This is an optimization exercise on Yosys and OpenROAD, whose aim is small area, a short achievable clock period and few clock cycles per item, not a production implementation. At most, simulation tests tie the RTL to the original design; equivalence was not proved. For runs 1, 2 and 4, only the layout was checked, not whether the RTL still works.

$ cat run.sh
#!/bin/bash
# synth_recipe.tcl (not shown) runs the flow's synth.tcl, then flattens the netlist and writes it again
# the make line also repeats each setting of config.mk as NAME=value (left out here)
make -C /OpenROAD-flow-scripts/flow DESIGN_CONFIG=/design/flow/config.mk WORK_HOME=/design/flow/orfs CLKGATE_MAP_FILE= SYNTH_SCRIPT=/design/flow/synth_recipe.tcl finish
$ cat config.mk
export PLATFORM = sky130hd
export DESIGN_NAME = ex_top
export DESIGN_NICKNAME = ex_top
export VERILOG_FILES = /design/flow/design.v
export SDC_FILE = /design/flow/constraint.sdc
export NUM_CORES = 4
export LEC_CHECK = 0
export CAP_MARGIN = 20
export CORE_MARGIN = 2
export CORE_UTILIZATION = 40
export PLACE_DENSITY = 0.6
export SETUP_SLACK_MARGIN = 5
export SLEW_MARGIN = 20
$ cat constraint.sdc
create_clock -name core_clock -period 12.0 [get_ports {clk}]
set_input_delay 2.4000 -clock core_clock [delete_from_list [all_inputs] [get_ports {clk}]]
set_output_delay 2.4000 -clock core_clock [all_outputs]
set_load 0.01 [all_outputs]
$ cat design.v
`default_nettype none
package ex_pkg;
    localparam int unsigned DATA_WIDTH = 32;
    typedef enum logic [4:0] {
        OP_ADD    = 5'd0,
        OP_SUB    = 5'd1,
        OP_SLL    = 5'd2,
        OP_SLT    = 5'd3,
        OP_SLTU   = 5'd4,
        OP_XOR    = 5'd5,
        OP_SRL    = 5'd6,
        OP_SRA    = 5'd7,
        OP_OR     = 5'd8,
        OP_AND    = 5'd9,
        OP_LUI    = 5'd10,
        OP_BEQ    = 5'd11,   
        OP_BNE    = 5'd12,
        OP_BLT    = 5'd13,
        OP_BGE    = 5'd14,
        OP_BLTU   = 5'd15,
        OP_BGEU   = 5'd16,
        OP_JAL    = 5'd17,
        OP_JALR   = 5'd18,
        OP_MUL    = 5'd19,   
        OP_MULH   = 5'd20,
        OP_MULHSU = 5'd21,
        OP_MULHU  = 5'd22,
        OP_DIV    = 5'd23,
        OP_DIVU   = 5'd24,
        OP_REM    = 5'd25,
        OP_REMU   = 5'd26
    } alu_op_e;
    function automatic logic is_muldiv(input logic [4:0] op);
        is_muldiv = (op >= 5'd19) && (op <= 5'd26);
    endfunction
endpackage
`default_nettype wire
`timescale 1ns/10ps
`default_nettype none
module ex_alu (
    input  wire logic [4:0]   op,
    input  wire logic [31:0]  a,
    input  wire logic [31:0]  b,
    input  wire logic [31:0]  pc,
    input  wire logic [31:0]  imm,
    input  wire logic         sub,     
    input  wire logic         jalr,
    output logic      [31:0]  result,
    output logic              taken,
    output logic      [31:0]  target
);
    logic [31:0] bx;
    logic [32:0] sum;
    logic [31:0] diff;
    logic        ltu;
    logic        lt;
    logic        eq;
    logic        left;
    logic [31:0] sin;
    logic [31:0] sout;
    logic [32:0] sr;
    logic [31:0] link;
    logic [31:0] tsum;
    assign bx = b ^ {32{sub}};
    assign sum  = {1'b0, a} + {1'b0, bx} + {32'd0, sub};
    assign diff = sum[31:0];
    assign ltu  = !sum[32];
    assign lt   = (a[31] ^ b[31]) ? a[31] : diff[31];
    assign eq   = (a == b);
    assign left = (op == 5'd2);
    always_comb begin
        for (int i = 0; i < 32; i++) sin[i] = left ? a[31-i] : a[i];
    end
    assign sr = $signed({(op == 5'd7) & a[31], sin}) >>> b[4:0];
    always_comb begin
        for (int i = 0; i < 32; i++) sout[i] = left ? sr[31-i] : sr[i];
    end
    assign link = {pc[31:2] + 30'd1, pc[1:0]};
    assign tsum = (jalr ? a : pc) + imm;
    always_comb begin
        result = '0;
        taken  = 1'b0;
        target = '0;
        case (op)
            5'd0:  result = diff;
            5'd1:  result = diff;
            5'd2:  result = sout;
            5'd3:  result = {31'd0, lt};
            5'd4:  result = {31'd0, ltu};
            5'd5:  result = a ^ b;
            5'd6:  result = sout;
            5'd7:  result = sout;
            5'd8:  result = a | b;
            5'd9:  result = a & b;
            5'd10: result = b;
            5'd11: taken = eq;
            5'd12: taken = !eq;
            5'd13: taken = lt;
            5'd14: taken = !lt;
            5'd15: taken = ltu;
            5'd16: taken = !ltu;
            5'd17: begin
                result = link;
                taken  = 1'b1;
            end
            5'd18: begin
                result = link;
                taken  = 1'b1;
            end
            default: result = '0;
        endcase
        if ((op >= 5'd11) && (op <= 5'd18)) target = {tsum[31:1], tsum[0] & !jalr};
    end
endmodule
`default_nettype wire
`timescale 1ns/10ps
`default_nettype none
module ex_muldiv (
    input  wire logic         clk,
    input  wire logic         rst_n,
    input  wire logic         act,      
    input  wire logic [4:0]   op,
    input  wire logic [31:0]  a,
    input  wire logic [31:0]  b,
    input  wire logic         adv,      
    input  wire logic         hold,     
    input  wire logic         park,     
    input  wire logic [64:0]  pdata,
    output logic      [64:0]  pout,
    output logic              fin,
    output logic      [31:0]  result,
    output logic              b_wr,     
    output logic      [31:0]  b_nxt
);
    localparam int W = 45;   
    localparam int R = 37;   
    localparam logic [2:0] S_IDLE = 3'd0;
    localparam logic [2:0] S_MUL  = 3'd1;
    localparam logic [2:0] S_DN   = 3'd2;
    localparam logic [2:0] S_DIT  = 3'd3;
    localparam logic [2:0] S_FIN  = 3'd4;
    logic [2:0]   state;
    logic [6:0]   cnt;
    logic [R-1:0] r1;      
    logic [R-1:0] r2;      
    logic         bprev;   
    logic         cy;      
    logic         sbq;     
    logic         bzq;     
    logic is_div, a_signed, b_signed, want_rem, mul_lo;
    assign is_div   = (op >= 5'd23);
    assign a_signed = (op == 5'd20) || (op == 5'd21) || (op == 5'd23) || (op == 5'd25);
    assign b_signed = (op == 5'd20) || (op == 5'd23) || (op == 5'd25);
    assign want_rem = (op == 5'd25) || (op == 5'd26);
    assign mul_lo   = (op == 5'd19);
    logic sa, sb;
    assign sa = a_signed & a[31];
    assign sb = b_signed & b[31];
    logic first, start, mstep;
    assign first = (state == S_IDLE);
    assign start = first && act && !hold;
    assign mstep = (start && !is_div) || (state == S_MUL);
    function automatic void csa(input logic [W-1:0] x, input logic [W-1:0] y,
                                input logic [W-1:0] z,
                                output logic [W-1:0] s, output logic [W-1:0] c);
        s = x ^ y ^ z;
        c = ((x & y) | (x & z) | (y & z)) << 1;
    endfunction
    logic         last;
    logic [8:0]   bb;
    logic [32:0]  aext;
    logic [W-1:0] row [7];
    logic [3:0]   negd;
    logic [W-1:0] sA, cA, sB, cB, sC, cC, sD, cD, s5, c5;
    logic [8:0]   low;
    assign last = (state == S_MUL) && (cnt[1:0] == 2'd3);
    assign bb   = {b[7:0], bprev & !first};
    assign aext = {a_signed & a[31], a};
    always_comb begin
        logic         bn, one, two;
        logic [33:0]  sel;
        logic [W-1:0] px;
        for (int j = 0; j < 4; j++) begin
            bn       = bb[2*j+2] & !(bb[2*j+1] & bb[2*j]);
            one      = bb[2*j+1] ^ bb[2*j];
            two      = (bb[2*j+2] & !bb[2*j+1] & !bb[2*j]) | (!bb[2*j+2] & bb[2*j+1] & bb[2*j]);
            sel      = one ? {aext[32], aext} : (two ? {aext, 1'b0} : 34'd0);
            px       = {{(W-34){sel[33] ^ bn}}, sel ^ {34{bn}}};
            negd[j]  = bn;
            row[j+2] = px << (2*j);
        end
        row[0] = first ? '0 : {{(W-R){r1[R-1]}}, r1};
        row[1] = first ? '0 : {{(W-R){r2[R-1]}}, r2};
        row[3][0] = negd[0];
        row[4][2] = negd[1];
        row[5][4] = negd[2];
        row[6] = ((last && !b_signed && b[7]) ? ({{(W-33){aext[32]}}, aext} << 8) : '0)
                 | (W'(negd[3]) << 6);
        csa(row[0], row[1], row[6], sA, cA);
        csa(row[2], row[3], row[4], sB, cB);
        csa(sA, cA, row[5], sC, cC);
        csa(sC, cC, sB, sD, cD);
        csa(sD, cD, cB, s5, c5);
    end
    assign low = {1'b0, s5[7:0]} + {1'b0, c5[7:0]} + {8'd0, cy & !first};
    logic [31:0] ma;
    logic [5:0]  la, lb;
    logic        bz;
    logic [33:0] bsh;
    logic [33:0] ddiff;
    logic        ge;
    function automatic logic [5:0] clz32(input logic [31:0] v);
        clz32 = 6'd32;
        for (int i = 0; i < 32; i++) if (v[i]) clz32 = 6'(31 - i);
    endfunction
    assign ma = sa ? -a : a;
    assign bz = (b == 32'd0);
    assign la = clz32(a ^ {32{sa}});
    assign lb = clz32(b ^ {32{sb}});
    assign bsh   = {{2{sb}}, b} << cnt[5:0];
    assign ddiff = {2'b00, r1[31:0]} + r2[33:0] + {33'd0, !sbq};
    assign ge    = !ddiff[33];
    logic [31:0] fx, fy, fsum, dres;
    logic        fneg;
    assign dres = want_rem ? r1[31:0] : b;
    assign fneg = want_rem ? sa : (sa ^ sbq);
    assign fx   = is_div ? 32'd0 : r1[31:0];
    assign fy   = is_div ? (dres ^ {32{fneg}}) : r2[31:0];
    assign fsum = fx + fy + {31'd0, is_div ? fneg : cy};
    assign fin    = (state == S_FIN);
    assign result = is_div ? ((bzq && !want_rem) ? 32'hffff_ffff : fsum) : (mul_lo ? b : fsum);
    assign pout   = {r1[32:0], r2[31:0]};
    assign b_wr  = mstep || (state == S_DN) || (state == S_DIT);
    assign b_nxt = mstep ? {low[7:0], b[31:8]} : ((state == S_DIT) ? {b[30:0], ge} : 32'd0);
    always_ff @(posedge clk) begin
        if (!rst_n) begin
            state <= S_IDLE;
        end else begin
            case (state)
                S_IDLE: if (start) state <= is_div ? S_DN : S_MUL;
                S_MUL:  if (cnt[1:0] == 2'd3) state <= S_FIN;
                S_DN:   state <= (cnt[6] || bzq) ? S_FIN : S_DIT;
                S_DIT:  if (cnt[5:0] == 6'd0) state <= S_FIN;
                default: if (adv) state <= S_IDLE;
            endcase
        end
    end
    always_ff @(posedge clk) begin
        if (park) begin
            r1 <= R'(pdata[64:32]);
            r2 <= R'(pdata[31:0]);
        end else if (mstep) begin
            cnt   <= first ? 7'd1 : cnt + 7'd1;
            r1    <= s5[W-1:8];
            r2    <= c5[W-1:8];
            cy    <= low[8];
            bprev <= bb[8];
        end else if (start) begin
            cnt <= 7'({1'b0, lb}) - 7'({1'b0, la}) + 7'(sa);
            r1  <= R'(ma);
            sbq <= sb;
            bzq <= bz;
        end else if (state == S_DN) begin
            r2 <= R'(sbq ? bsh : ~bsh);
        end else if (state == S_DIT) begin
            cnt <= cnt - 7'd1;
            if (ge) r1 <= R'(ddiff[31:0]);
            r2 <= R'($signed(r2[33:0]) >>> 1);
        end
    end
endmodule
`default_nettype wire
`timescale 1ns/10ps
`default_nettype none
module ex_top #(
    parameter int LANES = 1
) (
    input  wire logic                           clk,
    input  wire logic                           rst_n,
    input  wire logic                           in_valid,
    output logic                                in_ready,
    input  wire logic [4:0]                     op,   
    input  wire logic [ex_pkg::DATA_WIDTH-1:0]  rs1_data,
    input  wire logic [ex_pkg::DATA_WIDTH-1:0]  rs2_data,
    input  wire logic [ex_pkg::DATA_WIDTH-1:0]  pc,
    input  wire logic [ex_pkg::DATA_WIDTH-1:0]  imm,
    input  wire logic                           sel_pc,
    input  wire logic                           sel_imm,
    output logic                                out_valid,
    input  wire logic                           out_ready,
    output logic      [ex_pkg::DATA_WIDTH-1:0]  result,
    output logic                                branch_taken,
    output logic      [ex_pkg::DATA_WIDTH-1:0]  branch_target
);
    logic        x_valid;
    logic [4:0]  x_op;
    logic [31:0] x_a, x_b, x_pc, x_imm;
    logic        x_sub, x_jalr;
    logic        x_ism;
    logic        x_done;
    logic        x_adv;
    logic        br_in, jalr_in;
    assign br_in   = (op >= 5'd11) && (op <= 5'd16);
    assign jalr_in = (op == 5'd18);
    logic        m_fin;
    logic [31:0] m_result;
    logic        m_bwr;
    logic [31:0] m_bnxt;
    logic        o_valid, s_valid;
    logic [64:0] o_data, x_data;
    logic        park;
    logic [64:0] m_pout;
    always_ff @(posedge clk) begin
        if (in_ready) begin
            x_op   <= op;
            x_a    <= (sel_pc && !br_in && !jalr_in) ? pc : rs1_data;
            x_pc   <= pc;
            x_imm  <= imm;
            x_sub  <= (op == 5'd1) || (op == 5'd3) || (op == 5'd4) || br_in;
            x_jalr <= jalr_in;
        end
    end
    always_ff @(posedge clk) begin
        if (in_ready) x_b <= (sel_imm && !br_in) ? imm : rs2_data;
        else if (m_bwr) x_b <= m_bnxt;
    end
    always_ff @(posedge clk) begin
        if (!rst_n) x_valid <= 1'b0;
        else if (in_ready) x_valid <= in_valid;
    end
    logic [31:0] alu_result, alu_target;
    logic        alu_taken;
    ex_alu u_alu (
        .op     (x_op),
        .a      (x_a),
        .b      (x_b),
        .pc     (x_pc),
        .imm    (x_imm),
        .sub    (x_sub),
        .jalr   (x_jalr),
        .result (alu_result),
        .taken  (alu_taken),
        .target (alu_target)
    );
    assign x_ism = (x_op >= 5'd19);
    ex_muldiv u_md (
        .clk    (clk),
        .rst_n  (rst_n),
        .act    (x_valid && x_ism),
        .op     (x_op),
        .a      (x_a),
        .b      (x_b),
        .adv    (x_adv),
        .hold   (s_valid),
        .park   (park),
        .pdata  (x_data),
        .pout   (m_pout),
        .fin    (m_fin),
        .result (m_result),
        .b_wr   (m_bwr),
        .b_nxt  (m_bnxt)
    );
    assign x_done   = !x_ism || m_fin;
    assign park     = o_valid && !out_ready && x_adv;
    assign x_adv    = x_valid && x_done && !s_valid;
    assign in_ready = !x_valid || (x_done && !s_valid);
    assign x_data   = x_ism ? {m_result, 1'b0, 32'd0} : {alu_result, alu_taken, alu_target};
    always_ff @(posedge clk) begin
        if (!rst_n) begin
            o_valid <= 1'b0;
            s_valid <= 1'b0;
        end else begin
            if (!o_valid || out_ready) begin
                o_valid <= s_valid || x_adv;
                s_valid <= 1'b0;
            end else if (x_adv) begin
                s_valid <= 1'b1;
            end
        end
    end
    always_ff @(posedge clk) begin
        if (!o_valid || out_ready) begin
            o_data <= s_valid ? m_pout : x_data;
        end
    end
    assign out_valid     = o_valid;
    assign result        = o_data[64:33];
    assign branch_taken  = o_data[32];
    assign branch_target = o_data[31:0];
endmodule
`default_nettype wire
==> run notes, run 1 <==
Leaving out fill and tap cells, the most frequent cell in the layout is nand2_1. The number of hold buffers added after CTS was 0. The congestion estimate from routability-driven global placement came to 1.08. The measured slew at the worst slew-check pin works out to 1370 ps.

The per-instance average area after synthesis is 8.35 sq um. The number of different library cells used by synthesis comes to 96. The worst min-delay path class was flip-flop to flip-flop.

The setup-violating endpoint count in the final report was 0. The area of the core region was 0.0999 sq mm; the first-pass GRT wire length was 278000 um. DRC violation total after the first TritonRoute iteration: 6073. The initial antenna violation count was 8.

In the finished design, the share of the clock period the worst path needs comes to 55.5%. The maximum net fanout on the critical path is 50, and the global-route usage over all layers is 37.8%. STA classifies the critical path endpoint as a flip-flop. Global routing usage on met1: 50.0%. The startpoint kind of the worst setup timing path is a flip-flop.

206 I/O pins were placed. The die is 321 um wide. TritonCTS built the clock tree.

Yosys printed 4 warnings. The share of the Yosys chip area taken by registers is 21.3%. The layout overhead on the synthesized area was 11.9%; the half-perimeter wire length after detailed placement was 150000 um. The maximum number of pins on one net before global-route repair is 89.

The critical path ends at o_data[62]$_DFFE_PP_. Total overflow reported by the global router: 0. The top cell types in the final layout, fill and taps aside, are nand2_1 (497), nor2_1 (368), o21ai_0 (343). Clock tree synthesis found a total of 290 sinks.

At the worst endpoint, the arrival time is 6990 ps. The worst register-to-register path begins at x_op[3]$_DFFE_PN_.

Dividing the detail-routed via count by the number of cells gives 6.50. The cell at the root of the clock tree was clkbuf_16. The area taken by flip-flops and latches is 0.00857 sq mm. For this run, the slowest stage of the critical path takes 610 ps. Once routing completed, OpenROAD measured the worst setup slack at 5340 ps. The worst-case register-to-register setup slack is 5340 ps. The flop and latch count out of synthesis works out to 290. The initialized floorplan defines 116 standard-cell rows. Cells fill 45.0% of the core in the end. Timing analysis after detailed placement gives a worst setup slack of 5190 ps.

For the final routed database, the setup TNS stands at 0 ps. Measured along the y axis, the die boundary spans 321 um. The first element of the critical path is x_op[3]$_DFFE_PN_. The tools report the die footprint as 0.103 sq mm. The worst slew margin relative to its limit is 8.10%, and the fill cell total of the finished layout is 9886. The count of buffers added on input and output ports is 205. After detailed routing, the number of remaining DRC violations is 0. Among all flip-flop cells after synthesis, the most frequent one is edfxtp_1.

The number of buffers created by CTS is 39, and the worst reg-to-reg path cell count is 23. The share of final-layout standard cells stronger than drive strength 1 was 8.43%. The number of nets in the synthesized netlist is 5372. Traced cell by cell, the critical path runs through nand2b_2, o21ai_2, and2_2, clkbuf_8, xnor2_2, buf_8, xor2_1, nor2_1, a21oi_1, fa_1, nor2b_1, o21ai_0, a21boi_0, o21ai_0, a21boi_1, o211ai_1, o41a_1, nor4_1, nor3_1, xor2_1, a221oi_1, a2111oi_1, a21oi_1. For the met2 track utilization from global routing, the log shows 51.9%. The logs give 12320 ps for the worst path required time and 0 for the count of maximum capacitance violations. The critical path contains buffers and inverters numbering 2 combined. The global routing's busiest layer was met2. Across the routed clock network, the largest skew measured is 32.9 ps. The final critical path time including I/O delays and setup is 6660 ps. The H-tree generated during clock tree synthesis spans 2 levels. The cell count after synthesis came out at 4808. In the final layout, the multi-input gates occupy 0.0290 sq mm. The count of cell instances traversed by the critical path is 23. Counting flops with an async set or reset pin after synthesis yields a share of 0%. The met3 demand-to-capacity share in global routing came out at 11.2%.

The worst register-to-register path ends at o_data[62]$_DFFE_PP_. For the post-synth design cell area, the log shows 0.0402 sq mm. After detailed routing, the average wire length per cell comes to 32.5 um. The kind of cell with the highest combined delay on the critical path was compound AO/OA/AOI/OAI gates. Once detail routing completed, the nets flagged for antenna violations numbered 0.

Setup repair after global routing could not meet its margin everywhere. For this design, the slowest cell found on the critical path is edfxtp_1. The final hold violation count was 0; the detailed-router iteration count before antenna repair was 8. The logs give 0 for the number of slew-limit violations in the final report and 150 MHz for the peak clock frequency supported by timing.

For this run, the post-layout net count is 5385. The via count of the first global-routing pass is 37.0k.

The category of the critical setup timing path was flip-flop to flip-flop. The longest clock path from root to sink contains 3 buffers. The flow ran to the end and the layout has no timing, DRC or antenna violations. The initial core utilization was 40.2%; the clock transition at the registers of the reported paths was 60 ps.

The synthesized design contains 276 enable-type register cells. Wires add up to 200000 um. The logs give 40.0k for the total vias in the final route and 630 ps for the clock insertion delay at the later pin of the skew report.
## synthesized netlist by cell type (all sizes together) (88+ instances only)
cell,number,share of area (%)
a21oi,332,4.2
a221oi,90,2.0
clkbuf,296,2.8
edfxtp,276,21
fa,195,9.7
ha,230,7.2
inv,331,3.1
mux2i,233,5.8
nand2,499,4.7
nand3,88,1.1
nor2,376,3.6
o21ai,357,4.5
xnor2,240,5.2
xor2,178,3.9
## what timing repair did
item                       CTS  global route
buffers inserted             0             1
setup endpoints to repair    0            20
resized for setup            0             7
## how the worst min path moves through the flow
stage	slack, ps	from	endpoint	cells past startpoint
finish	480	u_md.r1[34]$_SDFFE_PP0P_	u_md.r1[34]$_SDFFE_PP0P_	1
global route	500	u_md.r1[34]$_SDFFE_PP0P_	u_md.r1[34]$_SDFFE_PP0P_	1
CTS	480	u_md.r1[34]$_SDFFE_PP0P_	u_md.r1[34]$_SDFFE_PP0P_	1
detailed placement	460	u_md.r1[34]$_SDFFE_PP0P_	u_md.r1[34]$_SDFFE_PP0P_	1
global placement	470	u_md.r2[34]$_SDFFE_PP0P_	u_md.r2[34]$_SDFFE_PP0P_	2
floorplan	420	u_md.r1[34]$_SDFFE_PP0P_	u_md.r1[34]$_SDFFE_PP0P_	1
## per-stage QoR
stage	cells	hold WS [ps]	area, sq um
floorplan	4808	425	40200
global placement	6077	470	43600
detailed placement	6077	460	43600
CTS	6146	481	44900
global route	6147	496	44900
finish	6150	481	44900
## registers in the layout, indices dropped and copies added, names as in the netlist
signal / cells
s_valid: 1
x_valid: 1
x_jalr: 1
u_md.state: 3
o_data: 65
x_op: 5
u_md.cy: 1
u_md.cnt: 7
u_md.sbq: 1
u_md.bzq: 1
u_md.r2: 37
o_valid: 1
x_imm: 32
x_pc: 32
x_b: 32
u_md.r1: 36
u_md.bprev: 1
x_a: 32
x_sub: 1
## kinds of logic after synthesis
group	share of synthesized area, %
xor gates and xnor gates	9.12
buffers and inverters	6.93
DFF	21.3
AOI/OAI and AO/OA	20.0
and+or+nand+nor	15.1
muxes	10.6
adders and majority gates	16.9
## metal layers
| layer | part of all wire [%] | up-vias |
|---|---|---|
| met5 | 0.017 | - |
| met4 | 8.9 | 6 |
| met3 | 13 | 682 |
| met2 | 39 | 2973 |
| met1 | 38 | 19200 |
| li1 | - | 17100 |
## layout make-up
cell class                      count  area share [%]
Tap cell                         1298            3.61
Antenna cell                        3          0.0167
Inverter                          337            2.83
Clock buffer                       43            2.23
Clock inverter                     26           0.663
Sequential cell                   290            19.1
Timing Repair Buffer              354            7.09
Multi-Input combinational cell   3799            64.5
==> run 2, diff against run 1 <==
==> flow/run.sh (new file) <==
#!/bin/bash
set -e
cp config.mk config.orig.mk
sed -i '/SETUP_SLACK_MARGIN/d' config.mk
echo "export SETUP_SLACK_MARGIN = ${MARGIN:-7}" >> config.mk
cp standard.sh standard.copy.sh
bash standard.sh > standard.log 2>&1
==> standard.sh (new file) <==
#!/bin/bash
# synth_recipe.tcl (not shown) runs the flow's synth.tcl, then flattens the netlist and writes it again
# the make line also repeats each setting of config.mk as NAME=value (left out here)
make -C /OpenROAD-flow-scripts/flow DESIGN_CONFIG=/design/flow/config.mk WORK_HOME=/design/flow/orfs CLKGATE_MAP_FILE= SYNTH_SCRIPT=/design/flow/synth_recipe.tcl "${@:-finish}"
--- a/config.mk
+++ b/config.mk
@@ -9,5 +9,5 @@
 export CORE_MARGIN = 2
 export CORE_UTILIZATION = 40
 export PLACE_DENSITY = 0.6
-export SETUP_SLACK_MARGIN = 5
 export SLEW_MARGIN = 20
+export SETUP_SLACK_MARGIN = 7
removed: run.sh
==> run 2 against run 1 <==
Against the previous run:
- via count rose by 3.6%
- clock skew rose by 9.4 ps
- highest routed layer unchanged
- sequential share of layout area fell by 1.5 points
- core utilization rose by 3.8 points
- final cell count rose by 3.2%
- still clean on timing, DRC and antenna
- largest cell class unchanged
==> run notes, run 2 <==
The flow ran to the end and the layout has no timing, DRC or antenna violations. The run gives 0.0437 sq mm (+0.17%) as the total placed instance area. The worst reg-to-reg path cell count works out to 24 (+4.3%).

The flop and latch count out of synthesis works out to 290 (unchanged). Share of the clock period used by the worst path: 43.8% (-12 points). The logs give 12 (+4) for the initial antenna violation count and 157000 um (+4.9%) for the half-perimeter wire length after detailed placement. By area the synthesized netlist is led by edfxtp_1 (21%), fa_1 (9.7%), ha_1 (7.2%), mux2i_1 (5.8%), xnor2_1 (5.2%). The share of final-layout standard cells stronger than drive strength 1 is 15.6% (+7.1 points).

Maximum clock path buffer count: 3 (unchanged). The logs give 6348 (+4.5%) for the DRC violation total after the first TritonRoute iteration and 116 (unchanged) for the number of placement rows. Count of flip-flops with a built-in enable after synthesis: 276 (unchanged).

TritonCTS built the clock tree. The share of synthesized flip-flops with an asynchronous set or reset came out at 0% (unchanged). The tree is rooted in a clkbuf_16.

Count of pins on the block boundary: 206 (unchanged). The first-pass GRT wire length was 297000 um (+7.0%); the layout overhead on the synthesized area was 21.4%. The chip width was 321 um (unchanged); the post-synth design cell area was 0.0402 sq mm (unchanged). The per-cell via count in the routed design came out at 6.53 (+0.35%). The portion of synthesized cell area occupied by the leading cell type came out at 20.6% (unchanged). Peak clock frequency supported by timing: 190 MHz (+27%). The worst setup path is of the flip-flop to flip-flop kind.

For the worst-case register-to-register setup slack, the log shows 6750 ps (+1410 ps). The run gives 0 (unchanged) as the remaining routing DRC violations. The cell count of the worst hold path was 1 (unchanged).

The startpoint identified for the worst hold timing path is u_md.r1[35]$_SDFFE_PP0P_. The maximum clock skew at final layout was 42.3 ps (+9.38 ps); the maximum net fanout on the critical path was 4 (-92%). The per-instance average area after synthesis is 8.35 sq um (unchanged), and the final routed wire length divided by cell count is 34.5 um (+6.1%).

For the post-synthesis net count, the log shows 5372 (unchanged). The post-layout instance area is 0.0487 sq mm (+8.4%). The area of the core region came out at 0.0999 sq mm (unchanged).

Worst min-delay path endpoint: u_md.r1[35]$_SDFFE_PP0P_. The number of buffers created by CTS is 38 (-2.6%), and the number of levels the H-tree was split into is 2 (unchanged). The maximum number of pins on one net before global-route repair came out at 89 (unchanged). The worst path required time was 12380 ps (+60 ps); the via count of the first global-routing pass was 38.2k (+3.2%). Among all flip-flop cells after synthesis, the most frequent one is edfxtp_1. Clock transition at the registers of the reported paths: 60 ps (about the same). The largest register by flop count is o_data. The die footprint was 0.103 sq mm (unchanged). Among all cell types in the netlist, the one instantiated most often is nand2_1. The sink count of the clock tree is 290 (unchanged). In the layout the commonest cells are nand2_1 (491), nor2_1 (365), inv_1 (321). The measured slew at the worst slew-check pin is 1190 ps (-171 ps).

The run gives 0 (unchanged) as the count of maximum capacitance violations. The tools report the cell count after synthesis as 4808 (unchanged). The worst register-to-register path ends at o_data[61]$_DFFE_PP_. Worst slew margin relative to its limit: 20.3% (+12 points). The detailed-router iteration count before antenna repair was 9 (+1); the final-layout setup total negative slack was 0 ps (unchanged).

The total overflow reported by the global router was 0 (unchanged). The global-route usage over all layers is 40.7% (+3.0 points), and the setup-violating endpoint count in the final report is 0 (unchanged). STA classifies the critical path startpoint as a flip-flop.

STA classifies the critical path endpoint as a flip-flop. Share of the core filled with cells: 48.8% (+3.8 points). The final hold violation count is 0 (unchanged), and the number of nets with antenna violations after routing is 0 (unchanged). edfxtp_1 takes more of the synthesized area than any other cell.

Setup repair after global routing could not meet its margin everywhere. Die height: 321 um (unchanged).

The startpoint identified for the worst register-to-register timing path is x_op[2]$_DFFE_PN_. For the total vias in the final route, the log shows 41.4k (+3.6%). The number of slew-limit violations in the final report is 0 (unchanged).

The tools report the total number of yosys warnings as 4 (unchanged). In the final layout, the registers with the most flip-flops are o_data: 65 flops, u_md.r2: 37 flops, u_md.r1: 36 flops. The number of flip-flops under the largest register name works out to 65 (unchanged).

Number of nets in the finished design: 5583 (+3.7%). In the synthesized netlist, the cells that appear most often are nand2_1 (499), nor2_1 (374), o21ai_0 (344), a21oi_1 (329), inv_1 (328). The commonest non-fill, non-tap cell in the layout is nand2_1. The unique cell type count in the Yosys netlist was 96 (unchanged); the data arrival time of the worst path was 5630 ps (-1360 ps). The clock insertion delay at the later pin of the skew report is 640 ps (about the same). For the share of the yosys chip area belonging to registers, the log shows 21.3% (unchanged).

The final critical path time including I/O delays and setup is 5250 ps (-1410 ps). Worst min-delay path class: flip-flop to flip-flop. The run gives 219000 um (+9.5%) as the total wire length after detailed routing. The first element of the critical path is x_op[2]$_DFFE_PN_.

The initial core utilization is 40.2% (unchanged). The total of buffers placed on input and output ports was 205 (unchanged); the routability congestion estimate from global placement was 1.07 (-0.57%).
## run 2: cells by family after synthesis
family | after synthesis | synth area share (%)
simple gates | 1335 | 15.1
flops | 290 | 21.3
fa+ha+maj | 425 | 16.9
compound gates | 1262 | 20.0
mux | 359 | 10.6
buf+inv | 719 | 6.93
xor+xnor | 418 | 9.12
## run 2: how the worst max path moves through the flow
stage / to / slack, ps
after floorplan: in_ready / 6970
after global placement: o_data[62]$_DFFE_PP_ / 4810
after detailed placement: o_data[62]$_DFFE_PP_ / 4710
after CTS: o_data[63]$_DFFE_PP_ / 6680
after global routing: u_md.cnt[6]$_DFFE_PP_ / 6500
final: o_data[61]$_DFFE_PP_ / 6750
## run 2: critical path, cell delays in order, from the launching register on
cell and delay, ps:
edfxtp_1 460, buf_6 170, nand4bb_4 260, o21ai_4 120
and2_4 190, buf_12 100, xnor2_4 70, buf_12 140
xor2_1 150, nor2_1 130, a21oi_2 60, fa_2 390
fa_2 370, nor2b_2 150, o21ai_2 80, a21boi_2 210
o21a_4 200, o211ai_1 230, a31o_2 330, a211o_1 340
a21oi_2 160, xor2_1 80, o221ai_1 150, o211ai_1 180
mux2_2 310
## run 2: area by class of cell
cell class | count | area [sq um]
multi-input combinational | 3799 | 30300
fill | 9651 | 51100
clock inverter | 22 | 215
antenna | 5 | 12.5
timing repair inverter | 4 | 30.0
sequential | 290 | 8570
timing repair buffer | 549 | 5690
inverter | 337 | 1310
tap | 1298 | 1620
clock buffer | 45 | 998
## run 2: repair_timing
item	in CTS	in global routing
hold buffers	0	0
gates resized for setup	224	228
gates cloned	17	9
buffers inserted	118	49
hold endpoints to repair	0	0
pin swaps	61	90
endpoints found under the setup margin	162	139
## run 2: routing by layer
layer	up-vias	GRT usage [%]	routed length [um]
met5	-	0	97
met2	3172	57.5	87700
met3	713	15.6	32400
met1	20000	51.9	80800
li1	17500	-	-
met4	16	25.9	18100
## run 2: per-stage QoR
| stage | cells | setup WS (ps) | hold slack, ps |
|---|---|---|---|
| after floorplan | 4808 | 6970 | 425 |
| after CTS | 6286 | 6680 | 473 |
| after detailed placement | 6084 | 4710 | 458 |
| final | 6349 | 6750 | 476 |
| after global routing | 6346 | 6500 | 494 |
| after global placement | 6083 | 4810 | 462 |
==> run 3, diff against run 2 <==
--- a/design.v
+++ b/design.v
@@ -45,6 +45,9 @@
     input  wire logic [31:0]  imm,
     input  wire logic         sub,     
     input  wire logic         jalr,
+    input  wire logic         sh_ovr,   
+    input  wire logic [4:0]   sh_amt,
+    output logic      [31:0]  sh_out,
     output logic      [31:0]  result,
     output logic              taken,
     output logic      [31:0]  target
@@ -71,10 +74,11 @@
     always_comb begin
         for (int i = 0; i < 32; i++) sin[i] = left ? a[31-i] : a[i];
     end
-    assign sr = $signed({(op == 5'd7) & a[31], sin}) >>> b[4:0];
+    assign sr = $signed({(op == 5'd7) & a[31], sin}) >>> (sh_ovr ? sh_amt : b[4:0]);
     always_comb begin
         for (int i = 0; i < 32; i++) sout[i] = left ? sr[31-i] : sr[i];
     end
+    assign sh_out = sout;
     assign link = {pc[31:2] + 30'd1, pc[1:0]};
     assign tsum = (jalr ? a : pc) + imm;
     always_comb begin
@@ -130,7 +134,12 @@
     output logic              fin,
     output logic      [31:0]  result,
     output logic              b_wr,     
-    output logic      [31:0]  b_nxt
+    output logic      [31:0]  b_nxt,
+    output logic              a_wr,     
+    output logic      [31:0]  a_nxt,
+    output logic              sh_ovr,   
+    output logic      [4:0]   sh_amt,
+    input  wire logic [31:0]  sh_out
 );
     localparam int W = 45;   
     localparam int R = 37;   
@@ -145,8 +154,10 @@
     logic [R-1:0] r2;      
     logic         bprev;   
     logic         cy;      
+    logic         saq;     
     logic         sbq;     
     logic         bzq;     
+    logic         abit;    
     logic is_div, a_signed, b_signed, want_rem, mul_lo;
     assign is_div   = (op >= 5'd23);
     assign a_signed = (op == 5'd20) || (op == 5'd21) || (op == 5'd23) || (op == 5'd25);
@@ -206,9 +217,11 @@
     logic [31:0] ma;
     logic [5:0]  la, lb;
     logic        bz;
-    logic [33:0] bsh;
-    logic [33:0] ddiff;
+    logic        early;
+    logic [32:0] remx;
+    logic [33:0] dsum;
     logic        ge;
+    logic [4:0]  nidx;
     function automatic logic [5:0] clz32(input logic [31:0] v);
         clz32 = 6'd32;
         for (int i = 0; i < 32; i++) if (v[i]) clz32 = 6'(31 - i);
@@ -217,21 +230,27 @@
     assign bz = (b == 32'd0);
     assign la = clz32(a ^ {32{sa}});
     assign lb = clz32(b ^ {32{sb}});
-    assign bsh   = {{2{sb}}, b} << cnt[5:0];
-    assign ddiff = {2'b00, r1[31:0]} + r2[33:0] + {33'd0, !sbq};
-    assign ge    = !ddiff[33];
+    assign early  = cnt[6] || bzq;
+    assign sh_ovr = (state == S_DN);
+    assign sh_amt = cnt[4:0] + 5'd1;
+    assign nidx   = (state == S_DN) ? cnt[4:0] : cnt[4:0] - 5'd1;
+    assign remx = {r2[31:0], abit};
+    assign dsum = {1'b0, remx} + (sbq ? {2'b11, b} : ~{2'b00, b}) + {33'd0, !sbq};
+    assign ge   = !dsum[33];
     logic [31:0] fx, fy, fsum, dres;
     logic        fneg;
-    assign dres = want_rem ? r1[31:0] : b;
-    assign fneg = want_rem ? sa : (sa ^ sbq);
+    assign dres = want_rem ? r2[31:0] : r1[31:0];
+    assign fneg = want_rem ? saq : (saq ^ sbq);
     assign fx   = is_div ? 32'd0 : r1[31:0];
     assign fy   = is_div ? (dres ^ {32{fneg}}) : r2[31:0];
     assign fsum = fx + fy + {31'd0, is_div ? fneg : cy};
     assign fin    = (state == S_FIN);
     assign result = is_div ? ((bzq && !want_rem) ? 32'hffff_ffff : fsum) : (mul_lo ? b : fsum);
     assign pout   = {r1[32:0], r2[31:0]};
-    assign b_wr  = mstep || (state == S_DN) || (state == S_DIT);
-    assign b_nxt = mstep ? {low[7:0], b[31:8]} : ((state == S_DIT) ? {b[30:0], ge} : 32'd0);
+    assign b_wr  = mstep;
+    assign b_nxt = {low[7:0], b[31:8]};
+    assign a_wr  = start && is_div;
+    assign a_nxt = ma;
     always_ff @(posedge clk) begin
         if (!rst_n) begin
             state <= S_IDLE;
@@ -239,7 +258,7 @@
             case (state)
                 S_IDLE: if (start) state <= is_div ? S_DN : S_MUL;
                 S_MUL:  if (cnt[1:0] == 2'd3) state <= S_FIN;
-                S_DN:   state <= (cnt[6] || bzq) ? S_FIN : S_DIT;
+                S_DN:   state <= early ? S_FIN : S_DIT;
                 S_DIT:  if (cnt[5:0] == 6'd0) state <= S_FIN;
                 default: if (adv) state <= S_IDLE;
             endcase
@@ -257,15 +276,18 @@
             bprev <= bb[8];
         end else if (start) begin
             cnt <= 7'({1'b0, lb}) - 7'({1'b0, la}) + 7'(sa);
-            r1  <= R'(ma);
+            saq <= sa;
             sbq <= sb;
             bzq <= bz;
         end else if (state == S_DN) begin
-            r2 <= R'(sbq ? bsh : ~bsh);
+            r1   <= '0;
+            r2   <= early ? R'(a) : ((cnt[5:0] >= 6'd31) ? '0 : R'(sh_out));
+            abit <= !cnt[5] && a[nidx];
         end else if (state == S_DIT) begin
-            cnt <= cnt - 7'd1;
-            if (ge) r1 <= R'(ddiff[31:0]);
-            r2 <= R'($signed(r2[33:0]) >>> 1);
+            cnt  <= cnt - 7'd1;
+            r1   <= R'({r1[30:0], ge});
+            r2   <= R'(ge ? dsum[31:0] : remx[31:0]);
+            abit <= a[nidx];
         end
     end
 endmodule
@@ -310,10 +332,14 @@
     logic [64:0] o_data, x_data;
     logic        park;
     logic [64:0] m_pout;
+    logic        m_awr;
+    logic [31:0] m_anxt;
+    logic        sh_ovr;
+    logic [4:0]  sh_amt;
+    logic [31:0] sh_out;
     always_ff @(posedge clk) begin
         if (in_ready) begin
             x_op   <= op;
-            x_a    <= (sel_pc && !br_in && !jalr_in) ? pc : rs1_data;
             x_pc   <= pc;
             x_imm  <= imm;
             x_sub  <= (op == 5'd1) || (op == 5'd3) || (op == 5'd4) || br_in;
@@ -321,6 +347,10 @@
         end
     end
     always_ff @(posedge clk) begin
+        if (in_ready) x_a <= (sel_pc && !br_in && !jalr_in) ? pc : rs1_data;
+        else if (m_awr) x_a <= m_anxt;
+    end
+    always_ff @(posedge clk) begin
         if (in_ready) x_b <= (sel_imm && !br_in) ? imm : rs2_data;
         else if (m_bwr) x_b <= m_bnxt;
     end
@@ -338,6 +368,9 @@
         .imm    (x_imm),
         .sub    (x_sub),
         .jalr   (x_jalr),
+        .sh_ovr (sh_ovr),
+        .sh_amt (sh_amt),
+        .sh_out (sh_out),
         .result (alu_result),
         .taken  (alu_taken),
         .target (alu_target)
@@ -358,7 +391,12 @@
         .fin    (m_fin),
         .result (m_result),
         .b_wr   (m_bwr),
-        .b_nxt  (m_bnxt)
+        .b_nxt  (m_bnxt),
+        .a_wr   (m_awr),
+        .a_nxt  (m_anxt),
+        .sh_ovr (sh_ovr),
+        .sh_amt (sh_amt),
+        .sh_out (sh_out)
     );
     assign x_done   = !x_ism || m_fin;
     assign park     = o_valid && !out_ready && x_adv;
==> run 3 against run 2 <==
Against the previous run:
- still clean
- clock skew decreased by 9.5 ps
- area after synthesis decreased by 1.0%
- fmax decreased by 0.44%
- first-iteration DRC count decreased by 16%
- synthesized cell count increased by 1.0%
- highest routed layer unchanged
==> run notes, run 3 <==
Cell with the largest stage delay on the worst path: or4_4. The final hold violation count was 0 (unchanged); the post-layout instance area was 0.0468 sq mm (-4.0%). By instance count, the cell type seen most on the critical path is a21o_1.

Setup repair after global routing could not meet its margin everywhere. The count of cell instances traversed by the critical path is 24 (unchanged), and the count of pins on the block boundary is 206 (unchanged). The met3 wire length is 24900 um (-23%), and the DRC violation total after the first TritonRoute iteration is 5320 (-16%). The share of the yosys chip area belonging to registers was 21.7% (+0.37 points).

The worst min-delay path class was flip-flop to flip-flop. Initial core utilization: 40.4% (+0.17 points). Maximum number of pins on one net before global-route repair: 92 (+3.4%). The share of the clock period used by the worst path is 43.9% (+0.19 points). Counting flops per register, the top entry is o_data. The cell count of the worst hold path was 2 (+1); the total wire length after detailed routing was 199000 um (-9.1%). The cell at the root of the clock tree was clkbuf_16. The tools report the startpoint kind of the worst setup timing path as a flip-flop. The number of nets in the finished design is 5534 (-0.88%), and the total vias in the final route is 40.0k (-3.6%). The per-instance average area after synthesis came out at 8.18 sq um (-2.0%). Walking the worst path, the cells encountered are buf_6, xnor2_4, nor2_4, and3_4, buf_12, or3_4, buf_12, buf_16, o22ai_2, a31oi_1, ha_2, a21o_1, a21o_1, a21o_1, a21o_1, a21o_1, a31o_2, a21o_1, a31o_1, a22o_1, or4_4, a21oi_2, o21ai_2, mux2_4. The die height is 319 um (-0.51%). The first-pass GRT wire length is 276000 um (-6.9%). The run gives 32.8 ps (-9.49 ps) as the maximum clock skew at final layout.

By count the netlist is led by nand2_1 (571), o21ai_0 (382), nor2_1 (342), inv_1 (334), clkbuf_1 (296). Cell accounting for the most synthesized area: edfxtp_1. The run gives 2 (unchanged) as the number of levels the H-tree was split into. The number of buffers created by CTS was 39 (+2.6%); the setup-violating endpoint count in the final report was 0 (unchanged). The sink count of the clock tree was 292 (+0.69%). Dominant synthesized flop cell: edfxtp_1.

Grouping stages by cell kind, the critical path spends the most delay in compound AO/OA/AOI/OAI gates. The final-layout setup total negative slack was 0 ps (unchanged); the post-synth design cell area was 0.0397 sq mm (-1.0%). The share of synthesized flip-flops with an asynchronous set or reset was 0% (unchanged); the number of placement rows was 115 (-0.86%). The logs give 1.03 (-3.7%) for the routability congestion estimate from global placement and 6289 (-0.95%) for the post-layout instance count excluding filler cells.

The worst slew margin relative to its limit was 15.3% (-4.9 points); the maximum net fanout on the critical path was 6 (+2). Per-cell via count in the routed design: 6.35 (-2.6%). The via count of the first global-routing pass is 37.8k (-1.0%), and the half-perimeter wire length after detailed placement is 146000 um (-6.8%). The number of cells after detailed placement is 6101 (+0.28%). The largest registers in the layout are o_data: 65 flops, u_md.r2: 37 flops, u_md.r1: 36 flops. The top routing layer in use is met5. The tools report the clock insertion delay at the later pin of the skew report as 620 ps (-20 ps). The worst reg-to-reg path cell count came out at 24 (unchanged). The initial antenna violation count was 11 (-1); the die footprint was 0.102 sq mm (-1.0%).

The run gives 84700 um (-3.5%) as the routed wire length on met2. The final critical path time including I/O delays and setup was 5270 ps (+22.9 ps); the number of slew-limit violations in the final report was 0 (unchanged). The count of flip-flops with a built-in enable after synthesis works out to 278 (+0.72%). The cell count after synthesis is 4856 (+1.0%), and the measured slew at the worst slew-check pin is 1260 ps (+62.2 ps). The number of flip-flops under the largest register name is 65 (unchanged).

The layout overhead on the synthesized area works out to 17.8%. The run gives 75200 um (-6.9%) as the met1 wire length. The number of buffers added to fix hold violations after cts came out at 0 (unchanged). The chip width was 319 um (-0.51%). The clock transition at the registers of the reported paths came out at 60 ps (about the same). The post-synthesis net count is 5419 (+0.87%). The total overflow reported by the global router is 0 (unchanged).

The library cell used most frequently in the layout, excluding fill and tap cells, is nand2_1. The run gives 190 MHz (-0.44%) as the peak clock frequency supported by timing. The final routed wire length divided by cell count works out to 31.7 um (-8.2%).

Leaving out fill and tap cells, the most frequent cells in the layout are nand2_1 (567), o21ai_0 (360), nor2_1 (331). The detailed-router iteration count before antenna repair is 8 (-1). By area the synthesized netlist is led by edfxtp_1 (21%), fa_1 (9.8%), ha_1 (7.2%), mux2i_1 (6.6%), nand2_1 (5.4%). The flop and latch count out of synthesis is 292 (+0.69%), and the portion of synthesized cell area occupied by the leading cell type is 21.0% (+0.37 points).

The data arrival time of the worst path was 5630 ps (about the same). Among all cell types in the netlist, the one instantiated most often is nand2_1. The critical path is of the flip-flop to flip-flop type. Share of final-layout standard cells stronger than drive strength 1: 12.2% (-3.4 points). The maximum clock path buffer count was 3 (unchanged).

The run finished with no timing, DRC or antenna violations. The worst path required time is 12360 ps (-20 ps), and the total of buffers placed on input and output ports is 205 (unchanged). The stage delay of the slowest cell on the critical path was 490 ps (+30 ps). The tools report the total number of yosys warnings as 4 (unchanged). The run gives 0 (unchanged) as the count of maximum capacitance violations.

Number of nets with antenna violations after routing: 0 (unchanged). The tools report the total placed instance area as 0.0430 sq mm (-1.5%). The tools report the global-route usage over all layers as 37.7% (-3.0 points).

TritonCTS built the clock tree. The tools report the area of the core region as 0.0984 sq mm (-1.4%). The worst setup path is captured at a flip-flop.

Remaining routing DRC violations: 0 (unchanged). The unique cell type count in the Yosys netlist is 100 (+4.2%). The combined buffer and inverter count along the critical path came out at 4 (+1).
-- run 3: cell type report --
type	instances	area (sq um)
fillers	9699	51600
multi-input cells	3857	29600
flip-flops and latches	292	8640
repair buffers	444	4400
well taps	1287	1610
inverters	337	1280
clock buffers	46	1030
clock inverters	23	224
diodes	3	7.51
-- run 3: final timing paths --
| kind | slack (ps) | endpoint | start |
|---|---|---|---|
| worst max-delay path | 6730 | o_data[64]$_DFFE_PP_ | x_op[0]$_DFFE_PN_ |
| worst min-delay path | 450 | u_md.r2[33]$_SDFFE_PP0P_ | u_md.r2[33]$_SDFFE_PP0P_ |
| worst max register to register | 6730 | o_data[64]$_DFFE_PP_ | x_op[0]$_DFFE_PN_ |
| worst min register to register | 450 | u_md.r2[33]$_SDFFE_PP0P_ | u_md.r2[33]$_SDFFE_PP0P_ |
-- run 3: cell families (layout without fill, tap and decap cells) --
kind of cell | count (synthesis) | in the layout | synth area share (%)
AOI/OAI and AO/OA | 1240 | 1242 | 19.6
adders and majority gates | 424 | 424 | 17.0
muxes | 331 | 331 | 8.90
DFF | 292 | 292 | 21.7
and+or+nand+nor | 1451 | 1451 | 16.8
other | 0 | 3 | 0
buffers and inverters | 709 | 850 | 6.99
xor gates and xnor gates | 409 | 409 | 9.01
-- run 3: repair_timing --
item	CTS	global route
gates resized for setup	132	168
setup endpoints to repair	131	141
cloned	10	2
pin swaps	38	92
setup buffers	73	31
-- run 3: routing by layer --
metal / track usage, % / vias to the layer above
met5: 0 / -
li1: - / 17300
met1: 47.5 / 19300
met3: 11.3 / 661
met2: 57.0 / 2685
met4: 22.2 / 12
-- run 3: stage by stage --
stage | utilization (%) | hold WS [ps] | setup slack [ps]
CTS | 46.4 | 455 | 6820
global placement | 43.7 | 431 | 5750
finish | 47.6 | 450 | 6730
floorplan | - | 417 | 7000
global route | 47.6 | 469 | 6580
detailed placement | 43.7 | 440 | 5690
-- run 3: worst min-delay path, cell delays in order (launching register included) --
cell     delay, ps
dfxtp_1        320
nand2_1         50
o21ai_0         50
Testbench counts of run 3, summed over its fixed seeds: cycles 141,602, items 80,000.
==> run 4, diff against run 3 <==
--- a/design.v
+++ b/design.v
@@ -38,13 +38,25 @@
 `timescale 1ns/10ps
 `default_nettype none
 module ex_alu (
-    input  wire logic [4:0]   op,
     input  wire logic [31:0]  a,
     input  wire logic [31:0]  b,
     input  wire logic [31:0]  pc,
     input  wire logic [31:0]  imm,
-    input  wire logic         sub,     
+    input  wire logic         sub,      
     input  wire logic         jalr,
+    input  wire logic         f_add,    
+    input  wire logic         f_sh,     
+    input  wire logic         f_left,   
+    input  wire logic         f_sra,    
+    input  wire logic         f_slt,
+    input  wire logic         f_sltu,
+    input  wire logic         f_xor,
+    input  wire logic         f_or,
+    input  wire logic         f_and,
+    input  wire logic         f_lui,
+    input  wire logic         f_link,   
+    input  wire logic         f_tgt,    
+    input  wire logic [5:0]   f_br,     
     input  wire logic         sh_ovr,   
     input  wire logic [4:0]   sh_amt,
     output logic      [31:0]  sh_out,
@@ -58,7 +70,6 @@
     logic        ltu;
     logic        lt;
     logic        eq;
-    logic        left;
     logic [31:0] sin;
     logic [31:0] sout;
     logic [32:0] sr;
@@ -70,51 +81,24 @@
     assign ltu  = !sum[32];
     assign lt   = (a[31] ^ b[31]) ? a[31] : diff[31];
     assign eq   = (a == b);
-    assign left = (op == 5'd2);
     always_comb begin
-        for (int i = 0; i < 32; i++) sin[i] = left ? a[31-i] : a[i];
+        for (int i = 0; i < 32; i++) sin[i] = f_left ? a[31-i] : a[i];
     end
-    assign sr = $signed({(op == 5'd7) & a[31], sin}) >>> (sh_ovr ? sh_amt : b[4:0]);
+    assign sr = $signed({f_sra & a[31], sin}) >>> (sh_ovr ? sh_amt : b[4:0]);
     always_comb begin
-        for (int i = 0; i < 32; i++) sout[i] = left ? sr[31-i] : sr[i];
+        for (int i = 0; i < 32; i++) sout[i] = f_left ? sr[31-i] : sr[i];
     end
     assign sh_out = sout;
     assign link = {pc[31:2] + 30'd1, pc[1:0]};
     assign tsum = (jalr ? a : pc) + imm;
-    always_comb begin
-        result = '0;
-        taken  = 1'b0;
-        target = '0;
-        case (op)
-            5'd0:  result = diff;
-            5'd1:  result = diff;
-            5'd2:  result = sout;
-            5'd3:  result = {31'd0, lt};
-            5'd4:  result = {31'd0, ltu};
-            5'd5:  result = a ^ b;
-            5'd6:  result = sout;
-            5'd7:  result = sout;
-            5'd8:  result = a | b;
-            5'd9:  result = a & b;
-            5'd10: result = b;
-            5'd11: taken = eq;
-            5'd12: taken = !eq;
-            5'd13: taken = lt;
-            5'd14: taken = !lt;
-            5'd15: taken = ltu;
-            5'd16: taken = !ltu;
-            5'd17: begin
-                result = link;
-                taken  = 1'b1;
-            end
-            5'd18: begin
-                result = link;
-                taken  = 1'b1;
-            end
-            default: result = '0;
-        endcase
-        if ((op >= 5'd11) && (op <= 5'd18)) target = {tsum[31:1], tsum[0] & !jalr};
-    end
+    assign result = ({32{f_add}} & diff) | ({32{f_sh}} & sout) |
+                    {31'd0, (f_slt & lt) | (f_sltu & ltu)} |
+                    ({32{f_xor}} & (a ^ b)) | ({32{f_or}} & (a | b)) |
+                    ({32{f_and}} & (a & b)) | ({32{f_lui}} & b) |
+                    ({32{f_link}} & link);
+    assign taken  = (f_br[0] & eq) | (f_br[1] & !eq) | (f_br[2] & lt) | (f_br[3] & !lt) |
+                    (f_br[4] & ltu) | (f_br[5] & !ltu) | f_link;
+    assign target = {32{f_tgt}} & {tsum[31:1], tsum[0] & !jalr};
 endmodule
 `default_nettype wire
 `timescale 1ns/10ps
@@ -123,7 +107,11 @@
     input  wire logic         clk,
     input  wire logic         rst_n,
     input  wire logic         act,      
-    input  wire logic [4:0]   op,
+    input  wire logic         is_div,   
+    input  wire logic         a_signed,
+    input  wire logic         b_signed,
+    input  wire logic         want_rem,
+    input  wire logic         mul_lo,   
     input  wire logic [31:0]  a,
     input  wire logic [31:0]  b,
     input  wire logic         adv,      
@@ -158,12 +146,6 @@
     logic         sbq;     
     logic         bzq;     
     logic         abit;    
-    logic is_div, a_signed, b_signed, want_rem, mul_lo;
-    assign is_div   = (op >= 5'd23);
-    assign a_signed = (op == 5'd20) || (op == 5'd21) || (op == 5'd23) || (op == 5'd25);
-    assign b_signed = (op == 5'd20) || (op == 5'd23) || (op == 5'd25);
-    assign want_rem = (op == 5'd25) || (op == 5'd26);
-    assign mul_lo   = (op == 5'd19);
     logic sa, sb;
     assign sa = a_signed & a[31];
     assign sb = b_signed & b[31];
@@ -315,9 +297,12 @@
     output logic      [ex_pkg::DATA_WIDTH-1:0]  branch_target
 );
     logic        x_valid;
-    logic [4:0]  x_op;
     logic [31:0] x_a, x_b, x_pc, x_imm;
     logic        x_sub, x_jalr;
+    logic        f_add, f_sh, f_left, f_sra, f_slt, f_sltu, f_xor, f_or, f_and, f_lui;
+    logic        f_link, f_tgt;
+    logic [5:0]  f_br;
+    logic        m_div, m_asg, m_bsg, m_rem, m_lo;
     logic        x_ism;
     logic        x_done;
     logic        x_adv;
@@ -339,7 +324,25 @@
     logic [31:0] sh_out;
     always_ff @(posedge clk) begin
         if (in_ready) begin
-            x_op   <= op;
+            x_ism  <= (op >= 5'd19);
+            f_add  <= (op == 5'd0) || (op == 5'd1);
+            f_sh   <= (op == 5'd2) || (op == 5'd6) || (op == 5'd7);
+            f_left <= (op == 5'd2);
+            f_sra  <= (op == 5'd7);
+            f_slt  <= (op == 5'd3);
+            f_sltu <= (op == 5'd4);
+            f_xor  <= (op == 5'd5);
+            f_or   <= (op == 5'd8);
+            f_and  <= (op == 5'd9);
+            f_lui  <= (op == 5'd10);
+            f_link <= (op == 5'd17) || (op == 5'd18);
+            f_tgt  <= (op >= 5'd11) && (op <= 5'd18);
+            for (int i = 0; i < 6; i++) f_br[i] <= (op == 5'(11 + i));
+            m_div  <= (op >= 5'd23);
+            m_asg  <= (op == 5'd20) || (op == 5'd21) || (op == 5'd23) || (op == 5'd25);
+            m_bsg  <= (op == 5'd20) || (op == 5'd23) || (op == 5'd25);
+            m_rem  <= (op == 5'd25) || (op == 5'd26);
+            m_lo   <= (op == 5'd19);
             x_pc   <= pc;
             x_imm  <= imm;
             x_sub  <= (op == 5'd1) || (op == 5'd3) || (op == 5'd4) || br_in;
@@ -361,13 +364,25 @@
     logic [31:0] alu_result, alu_target;
     logic        alu_taken;
     ex_alu u_alu (
-        .op     (x_op),
         .a      (x_a),
         .b      (x_b),
         .pc     (x_pc),
         .imm    (x_imm),
         .sub    (x_sub),
         .jalr   (x_jalr),
+        .f_add  (f_add),
+        .f_sh   (f_sh),
+        .f_left (f_left),
+        .f_sra  (f_sra),
+        .f_slt  (f_slt),
+        .f_sltu (f_sltu),
+        .f_xor  (f_xor),
+        .f_or   (f_or),
+        .f_and  (f_and),
+        .f_lui  (f_lui),
+        .f_link (f_link),
+        .f_tgt  (f_tgt),
+        .f_br   (f_br),
         .sh_ovr (sh_ovr),
         .sh_amt (sh_amt),
         .sh_out (sh_out),
@@ -375,12 +390,15 @@
         .taken  (alu_taken),
         .target (alu_target)
     );
-    assign x_ism = (x_op >= 5'd19);
     ex_muldiv u_md (
         .clk    (clk),
         .rst_n  (rst_n),
         .act    (x_valid && x_ism),
-        .op     (x_op),
+        .is_div   (m_div),
+        .a_signed (m_asg),
+        .b_signed (m_bsg),
+        .want_rem (m_rem),
+        .mul_lo   (m_lo),
         .a      (x_a),
         .b      (x_b),
         .adv    (x_adv),
@@ -402,7 +420,7 @@
     assign park     = o_valid && !out_ready && x_adv;
     assign x_adv    = x_valid && x_done && !s_valid;
     assign in_ready = !x_valid || (x_done && !s_valid);
-    assign x_data   = x_ism ? {m_result, 1'b0, 32'd0} : {alu_result, alu_taken, alu_target};
+    assign x_data   = {alu_result | ({32{x_ism}} & m_result), alu_taken, alu_target};
     always_ff @(posedge clk) begin
         if (!rst_n) begin
             o_valid <= 1'b0;
==> run 4 against run 3 <==
Against the previous run:
- routed wire length up 12%
- critical path depth is 12 lower
- flip-flop and latch count grew 19
- global-route usage up 3.0 points
- highest routed layer unchanged
- count of clock-buffer cells in the layout grew 4
- non-clock buffer count fell by 67
- area after synthesis rose by 3.7%
- still clean
==> run notes, run 4 <==
The run finished with no timing, DRC or antenna violations. Remaining routing DRC violations: 0 (unchanged). Maximum net fanout on the critical path: 33 (+27). The number of buffers created by CTS was 42 (+7.7%).

The initial core utilization is 40.4% (about the same), and the detailed-router iteration count before antenna repair is 13 (+5). The clock insertion delay at the later pin of the skew report is 660 ps (+40 ps). The DRC violation total after the first TritonRoute iteration came out at 7351 (+38%). The routability congestion estimate from global placement was 1.12 (+8.3%). The kind of cell with the highest combined delay along the critical path is adder cells. The tools report the via count of the first global-routing pass as 38.8k (+2.6%).

The type of destination of the critical path is a flip-flop. The count of maximum capacitance violations is 0 (unchanged), and the area of the core region is 0.102 sq mm (+3.7%). The final-layout setup total negative slack was 0 ps (unchanged). The logs give 32.5 ps (-0.320 ps) for the maximum clock skew at final layout and 224000 um (+12%) for the total wire length after detailed routing. Ranked by total cell area, the synthesized netlist is headed by edfxtp_1 (22%), fa_1 (9.4%), ha_1 (7.0%), mux2i_1 (5.8%), xnor2_1 (5.0%). The final routed wire length divided by cell count was 34.8 um (+9.9%). The tools report the endpoint of the worst register-to-register path as u_md.r1[11]$_DFFE_PP_. The run gives 0 (unchanged) as the final hold violation count. By count the netlist is led by nand2_1 (532), o21ai_0 (356), inv_1 (327), nor2_1 (320), clkbuf_1 (319). The worst-case register-to-register setup slack was 6790 ps (+70 ps). The category of the critical setup timing path is flip-flop to flip-flop. The setup-violating endpoint count in the final report is 0 (unchanged). Stage delay of the slowest cell on the critical path: 940 ps (+450 ps). The layout overhead on the synthesized area works out to 14.8%. The tools report the worst slew margin relative to its limit as 18.8% (+3.5 points). The hold path startpoint is u_md.r1[34]$_SDFFE_PP0P_.

The number of buffers added to fix hold violations after cts came out at 0 (unchanged). The tools report the sink count of the clock tree as 311 (+6.5%). The per-instance average area after synthesis is 8.30 sq um (+1.5%), and the number of flip-flops under the largest register name is 65 (unchanged). The run gives 5526 (+2.0%) as the post-synthesis net count. The post-route worst setup slack is 6790 ps (+67.0 ps). The count of pins on the block boundary is 206 (unchanged).

The flop and latch count out of synthesis is 311 (+6.5%), and the peak clock frequency supported by timing is 192 MHz (+1.3%). Die footprint: 0.106 sq mm (+3.6%). The number of nets with antenna violations after routing was 0 (unchanged). The first-pass GRT wire length is 304000 um (+10%), and the count of flip-flops with a built-in enable after synthesis is 297 (+6.8%).

The cell accounting for the most synthesized area is edfxtp_1. The post-synth design cell area is 0.0412 sq mm (+3.7%). The number of levels the H-tree was split into came out at 2 (unchanged). Setup repair after global routing could not meet its margin everywhere. The number of placement rows was 117 (+1.7%); the worst reg-to-reg path cell count was 12 (-50%). The cell count of the worst hold path works out to 2 (unchanged).

The tools report the startpoint kind of the worst setup timing path as a flip-flop. In the synthesized netlist the dominant register cell turns out to be edfxtp_1. More flip-flops sit in one register than any other, and that register is o_data. TritonCTS built the clock tree. The total vias in the final route is 42.6k (+6.5%). In the final layout, the registers with the most flip-flops are o_data: 65 flops, u_md.r2: 37 flops, u_md.r1: 36 flops. The data arrival time of the worst path is 5570 ps (-60 ps). In the layout the commonest cells are nand2_1 (528), o21ai_0 (348), inv_1 (321). The worst path required time is 12360 ps (about the same). The number of slew-limit violations in the final report was 0 (unchanged).

For the total number of yosys warnings, the log shows 4 (unchanged). The tools report the reg-to-reg critical path startpoint as u_md.cnt[0]$_DFFE_PP_. For the cell count after synthesis, the log shows 4963 (+2.2%). The global-route usage over all layers is 40.7% (+3.0 points), and the final critical path time including I/O delays and setup is 5210 ps (-67.0 ps). The worst slack at placement is 5850 ps (+154 ps), and the total overflow reported by the global router is 0 (unchanged).

Traced cell by cell, the critical path runs through ha_1, nand2_1, buf_4, nor4_1, fa_1, inv_1, fa_1, fa_1, inv_1, fa_1, a211oi_1, a21oi_1. For the number of nets in the finished design, the log shows 5567 (+0.60%). CTS placed an instance of clkbuf_16 at the clock tree root. The unique cell type count in the Yosys netlist was 92 (-8.0%); the share of final-layout standard cells stronger than drive strength 1 was 9.19% (-3.0 points).

The portion of synthesized cell area occupied by the leading cell type came out at 21.6% (+0.64 points). The total of buffers placed on input and output ports is 205 (unchanged), and the share of the yosys chip area belonging to registers is 22.3% (+0.61 points). The maximum number of pins on one net before global-route repair came out at 75 (-18%). The commonest non-fill, non-tap cell in the layout is nand2_1. The share of synthesized flip-flops with an asynchronous set or reset works out to 0% (unchanged). Cell with the largest stage delay on the worst path: nor4_1.

The run gives 32 (+21) as the initial antenna violation count. The combined buffer and inverter count along the critical path is 3 (-1). By instance count, the leading cell after synthesis is nand2_1. The min-delay analysis places its worst path in the category flip-flop to flip-flop. The measured slew at the worst slew-check pin came out at 1210 ps (-46.8 ps). The die height works out to 325 um (+1.8%).

The per-cell via count in the routed design works out to 6.63 (+4.3%). The path with the worst hold slack has its endpoint at u_md.r1[34]$_SDFFE_PP0P_. The logs give 3 (unchanged) for the maximum clock path buffer count and 165000 um (+13%) for the half-perimeter wire length after detailed placement. The most prevalent standard cell on the critical path was fa_1. The clock transition at the registers of the reported paths was 70 ps (about the same); the share of the clock period used by the worst path was 43.4% (-0.56 points). The chip width works out to 325 um (+1.8%).
-- run 4: cell types whose count changed after synthesis, moves of 29 or more --
cell / before / now
nand2_1: 571 / 532
xor2_1: 195 / 166
a21oi_1: 272 / 308
nor2b_1: 30 / 59
o211ai_1: 37 / 94
nor4_1: 30 / 61
o22ai_1: 55 / 19
-- run 4: tightest hold or removal path, cell delays in order (launching register included) --
cell and delay (ps):
dfxtp_1 320, nand2_1 40, o21ai_0 60
-- run 4: logic make-up after synthesis --
group | synth area share, %
mux | 9.00
simple gates | 16.7
fa+ha+maj | 16.4
xor+xnor | 8.55
flops | 22.3
buf+inv | 6.69
compound gates | 20.3
-- run 4: layer usage --
metal  share of wire (%)  GRT usage (%)
met1                  36           49.2
met3                  16           19.2
met5                0.23           1.90
met2                  39           55.9
met4                 9.1           29.5
-- run 4: final cells by class --
cell class,instances,area (sq um)
Fill cell,10100,54700
Clock inverter,26,384
Timing Repair inverter,1,5.00
Multi-Input combinational cell,3932,29900
Inverter,339,1300
Tap cell,1368,1710
Sequential cell,311,9200
Timing Repair Buffer,377,3620
Clock buffer,50,1100
Antenna cell,20,50.0
-- run 4: worst max path at each step --
stage	to	cells after the start	start	slack, ps
after floorplan	u_md.r1[0]$_DFFE_PP_	6	out_ready	7020
after global placement	u_md.r2[8]$_DFFE_PP_	15	u_md.sbq$_DFFE_PP_	5870
after detailed placement	u_md.r2[8]$_DFFE_PP_	15	u_md.sbq$_DFFE_PP_	5850
after CTS	x_b[31]$_DFFE_PP_	17	x_b[4]$_DFFE_PP_	7000
after global routing	u_md.cnt[6]$_DFFE_PP_	22	x_a[31]$_DFFE_PP_	6810
final	u_md.r1[11]$_DFFE_PP_	12	u_md.cnt[0]$_DFFE_PP_	6790
-- run 4: what timing repair did --
action | in CTS | in global routing
buffers inserted | 15 | 14
gates resized for setup | 83 | 81
gates cloned | 2 | 6
pin swaps | 3 | 7
setup endpoints to repair | 111 | 66
-- run 4: through the flow --
stage | area, sq um | util (%) | hold slack [ps] | std cells
detailed placement | 44700 | 43.8 | 438 | 6288
global route | 47300 | 46.3 | 468 | 6407
floorplan | 41200 | - | 417 | 4963
finish | 47300 | 46.4 | 456 | 6424
global placement | 44600 | 43.8 | 429 | 6288
CTS | 46600 | 45.7 | 451 | 6381

## port drivers added, routing unchanged
The results above use ideal ports. As a check the final layouts listed here were re-extracted and re-timed, cells and wires unchanged. Step 1, drivers: a clkbuf_16 drives clk and a buf_2 each remaining input, both assumed. Step 2 times the ports against the registers' clock, not the clock port: input delays grow and output delays shrink by t, the midpoint of the rising clock arrivals with the driver on. Three values: no drivers, after step 1, after step 2; two values: the first two.
run | t (ns) | slack for setup (ns) | hold slack, ns | cell pins on the clock port's net
run 1 | 0.698 | 5.338 / 5.338 / 5.338 | 0.481 / 0.481 / 0.481 | 1
run 2 | 0.690 | 6.749 / 6.749 / 6.610 | 0.476 / 0.476 / 0.476 | 1
run 3 | 0.674 | 6.727 / 6.727 / 6.434 | 0.450 / 0.450 / 0.450 | 1
run 4 | 0.720 | 6.794 / 6.794 / 6.331 | 0.456 / 0.456 / 0.456 | 1
After both steps every run listed still meets setup and hold. The setup slack of run 4, which loses most, moves by 0.000 ns with the drivers and by -0.463 ns with both steps.
